What follows belongs to an exercise in optimizing a design on an open flow for small area, a short achievable clock period and few clock cycles; a production flow would make more cautious choices.
In this exercise RTL edits were held to simulation tests only and were not proved equivalent to the original.
Power and IR drop assume default switching activity.

==> module count_sorter, before the edit <==
module count_sorter #(
	parameter int NUM_SYMBOLS = 6,
	parameter int CNT_W       = 8,
	parameter int IDX_W       = 3
) (
	input  logic [NUM_SYMBOLS-1:0][CNT_W-1:0]  cnt,
	output logic [NUM_SYMBOLS-1:0][CNT_W-1:0]  init_cnt,    
	output logic [NUM_SYMBOLS-1:0][IDX_W-1:0]  init_pos     
);
	localparam int N = NUM_SYMBOLS;
	logic two_first;    
	assign two_first = (cnt[1] <= cnt[0]);
	always_comb begin
		for (int k = 2; k < N; k++) begin
			init_cnt[k - 2] = cnt[k];
			init_pos[k]     = IDX_W'(k - 2);
		end
		init_cnt[N - 2] = two_first ? cnt[1] : cnt[0];
		init_cnt[N - 1] = two_first ? cnt[0] : cnt[1];
		init_pos[0]     = two_first ? IDX_W'(N - 1) : IDX_W'(N - 2);
		init_pos[1]     = two_first ? IDX_W'(N - 2) : IDX_W'(N - 1);
	end
endmodule
==> module tree_merger, before the edit <==
module tree_merger #(
	parameter int NUM_SYMBOLS = 6,
	parameter int CNT_W       = 8,
	parameter int IDX_W       = 3
) (
	input  logic                                    clk,
	input  logic                                    reset,
	input  logic                                    load,          
	input  logic [NUM_SYMBOLS-1:0][CNT_W-1:0]       init_cnt,
	input  logic [NUM_SYMBOLS-1:0][IDX_W-1:0]       init_pos,
	output logic                                    first,         
	output logic                                    merge,         
	output logic                                    last,          
	output logic [NUM_SYMBOLS-1:0]                  sym_a,         
	output logic [NUM_SYMBOLS-1:0]                  sym_b,         
	output logic [NUM_SYMBOLS-1:0]                  sym_c,         
	output logic                                    c_first        
);
	localparam int N          = NUM_SYMBOLS;
	localparam int SORT_STEPS = N - 2;
	localparam int STEPS      = SORT_STEPS + N - 2;    
	logic [N-1:0][CNT_W-1:0]  e;
	logic [N-1:0][N-1:0]      at;       
	logic [STEPS-1:0]         run;      
	logic                     sorting;
	logic                     sort_next;    
	logic [CNT_W-1:0]         x;            
	logic [N+1:0]             lt;           
	logic [N+1:0][CNT_W-1:0]  ex;           
	logic [N-1:0]             ins;          
	logic [N-1:0]             head;         
	logic [CNT_W-1:0]         u;
	logic [CNT_W-1:0]         v;
	logic [CNT_W-1:0]         sum_uv;
	logic [CNT_W-1:0]         sum_ux;
	logic                     take_uv;
	assign sorting   = run[STEPS - SORT_STEPS];
	assign sort_next = run[STEPS - SORT_STEPS + 1];
	assign u      = sorting ? e[1] : e[2];
	assign v      = sorting ? e[2] : e[3];
	assign sum_uv = u + v;
	assign sum_ux = u + x;
	assign take_uv = sorting ? lt[2] : lt[3];
	always_comb begin
		for (int p = 0; p < N + 2; p++)
			ex[p] = (p < N) ? e[p] : '1;
		lt = '0;
		for (int p = 1; p < N; p++)
			lt[p] = (e[p] < x)
				|| (p <= SORT_STEPS - 1 && run[STEPS - SORT_STEPS + p]);    
		lt[0] = 1'b1;
		if (!sorting)
			lt[1] = 1'b1;
		for (int q = 0; q < N; q++)
			ins[q] = sorting ? (lt[q] && !lt[q + 1]) : (lt[q + 1] && !lt[q + 2]);
		for (int k = 0; k < N; k++) begin
			sym_a[k] = at[k][0];
			sym_b[k] = at[k][1];
			sym_c[k] = at[k][2];
			head[k]  = at[k][0] || (!sorting && at[k][1]);
		end
	end
	assign first   = run[STEPS - 1];
	assign c_first = lt[2];
	always_ff @(posedge clk) begin
		if (reset) begin
			run   <= '0;
			merge <= 1'b0;
			last  <= 1'b0;
		end else if (load) begin
			run   <= '1;
			merge <= 1'b0;
			last  <= 1'b0;
		end else begin
			run   <= run >> 1;
			merge <= run[1] && !run[STEPS - SORT_STEPS + 1];
			last  <= run[1] && !run[2];
		end
	end
	always_ff @(posedge clk) begin
		if (!run[0])
			x <= init_cnt[0];
		else if (sort_next)
			x <= lt[1] ? e[1] : x;
		else
			x <= ({CNT_W{take_uv}} & sum_uv) | ({CNT_W{!take_uv}} & sum_ux);
	end
	always_ff @(posedge clk) begin
		if (!run[0]) begin
			e <= init_cnt;
			for (int k = 0; k < N; k++)
				at[k] <= N'(1) << init_pos[k];
		end else begin
			for (int q = 0; q < N; q++) begin
				if (sorting) begin
					if (lt[q + 1])
						e[q] <= ex[q + 1];
					else if (lt[q])
						e[q] <= x;
					else
						e[q] <= ex[q];
				end else begin
					if (lt[q + 2])
						e[q] <= ex[q + 2];
					else if (lt[q + 1])
						e[q] <= x;
					else
						e[q] <= ex[q + 1];
				end
			end
			for (int k = 0; k < N; k++) begin
				for (int q = 0; q < N; q++) begin
					if (sorting)
						at[k][q] <= (q + 1 < N && at[k][q + 1] && lt[q + 1])
						         || (q >= 1 && at[k][q] && !lt[q])
						         || (head[k] && ins[q]);
					else
						at[k][q] <= (q + 2 < N && at[k][q + 2] && lt[q + 2])
						         || (q >= 1 && q + 1 < N && at[k][q + 1] && !lt[q + 1])
						         || (head[k] && ins[q]);
				end
			end
		end
	end
endmodule
clock: 6.0 ns
lec_check: 0
cap_margin: 20
core_margin: 2
core_utilization: 40
cts_cluster_diameter: 80
cts_cluster_size: 20
setup_slack_margin: 3.4
slew_margin: 20
standard.sh (not shown) runs the stock make flow with config.mk's settings and CLKGATE_MAP_FILE= SYNTH_SCRIPT=/design/flow/synth_recipe.tcl, a recipe that flattens the netlist after the stock synthesis.
==> flow/flow/run.sh <==
#!/bin/bash
# The standard layout, with the smallest plain buffer on the ports and the
# resizer free to change a cell's footprint (the platform holds it to the same
# footprint, which keeps the port buffers in the slow delay-buffer family).
set -euo pipefail
bash standard.sh MATCH_CELL_FOOTPRINT=0 \
	"BUFFER_PORTS_ARGS=-buffer_cell sky130_fd_sc_hd__buf_1" \
	finish > standard_flow.log 2>&1
Testbench counts at the start, summed over its fixed seeds: cycles 19,092.
Change:
--- a/flow/design.v
+++ b/flow/design.v
@@ -45,22 +45,17 @@
 ) (
 	input  logic [NUM_SYMBOLS-1:0][CNT_W-1:0]  cnt,
 	output logic [NUM_SYMBOLS-1:0][CNT_W-1:0]  init_cnt,    
 	output logic [NUM_SYMBOLS-1:0][IDX_W-1:0]  init_pos     
 );
-	localparam int N = NUM_SYMBOLS;
-	logic two_first;    
-	assign two_first = (cnt[1] <= cnt[0]);
 	always_comb begin
-		for (int k = 2; k < N; k++) begin
-			init_cnt[k - 2] = cnt[k];
-			init_pos[k]     = IDX_W'(k - 2);
+		init_cnt[NUM_SYMBOLS-1] = cnt[0];
+		init_pos[0]             = IDX_W'(NUM_SYMBOLS - 1);
+		for (int k = 1; k < NUM_SYMBOLS; k++) begin
+			init_cnt[k - 1] = cnt[k];
+			init_pos[k]     = IDX_W'(k - 1);
 		end
-		init_cnt[N - 2] = two_first ? cnt[1] : cnt[0];
-		init_cnt[N - 1] = two_first ? cnt[0] : cnt[1];
-		init_pos[0]     = two_first ? IDX_W'(N - 1) : IDX_W'(N - 2);
-		init_pos[1]     = two_first ? IDX_W'(N - 2) : IDX_W'(N - 1);
 	end
 endmodule
 module tree_merger #(
 	parameter int NUM_SYMBOLS = 6,
 	parameter int CNT_W       = 8,
@@ -78,11 +73,11 @@
 	output logic [NUM_SYMBOLS-1:0]                  sym_b,         
 	output logic [NUM_SYMBOLS-1:0]                  sym_c,         
 	output logic                                    c_first        
 );
 	localparam int N          = NUM_SYMBOLS;
-	localparam int SORT_STEPS = N - 2;
+	localparam int SORT_STEPS = N - 1;
 	localparam int STEPS      = SORT_STEPS + N - 2;    
 	logic [N-1:0][CNT_W-1:0]  e;
 	logic [N-1:0][N-1:0]      at;       
 	logic [STEPS-1:0]         run;      
 	logic                     sorting;
@@ -122,25 +117,20 @@
 			sym_c[k] = at[k][2];
 			head[k]  = at[k][0] || (!sorting && at[k][1]);
 		end
 	end
 	assign first   = run[STEPS - 1];
+	assign merge   = run[0] && !sorting;
+	assign last    = run[0] && !run[1];
 	assign c_first = lt[2];
 	always_ff @(posedge clk) begin
-		if (reset) begin
-			run   <= '0;
-			merge <= 1'b0;
-			last  <= 1'b0;
-		end else if (load) begin
-			run   <= '1;
-			merge <= 1'b0;
-			last  <= 1'b0;
-		end else begin
-			run   <= run >> 1;
-			merge <= run[1] && !run[STEPS - SORT_STEPS + 1];
-			last  <= run[1] && !run[2];
-		end
+		if (reset)
+			run <= '0;
+		else if (load)
+			run <= '1;
+		else
+			run <= run >> 1;
 	end
 	always_ff @(posedge clk) begin
 		if (!run[0])
 			x <= init_cnt[0];
 		else if (sort_next)
Outcome: Total power goes down by 6.9%; area after synthesis falls by 2.5%; core utilization came out lower by 0.19 points; worst setup slack got worse by 0.11 ns; clock skew falls by 0.0040 ns; first-iteration DRC count climbs by 32%; sequential power is about the same; cell area drops by 3.2%.
Testbench counts after the change, summed over its fixed seeds: cycles 19,476.

## what the ideal ports hide
The flow's constraints put no driver on any port. The routed layouts listed below were extracted and timed again, unchanged, in two steps.
Step 1 assumes that a clkbuf_16 drives the clock port and a buf_2 every other input.
Step 2 moves the port delays by t, midway between the first and last clock arrival at a register: inputs arrive t later, outputs are due t later. That takes back most of the time a late clock gives input paths.
a / b / c = ideal / step 1 / step 2; a / b = the first two.
run	t, ns	slack for setup (ns)	worst hold slack (ns)	cell pins on the clock port's net
the first run	0.536	3.358 / 3.358 / 3.064	0.430 / 0.430 / 0.430	1
the second run	0.551	3.248 / 3.248 / 3.071	0.455 / 0.455 / 0.455	1
After both steps setup and hold are still met in every run listed. The setup slack of the first run, which loses most, moves by 0.000 ns with the drivers and by -0.294 ns with both steps.
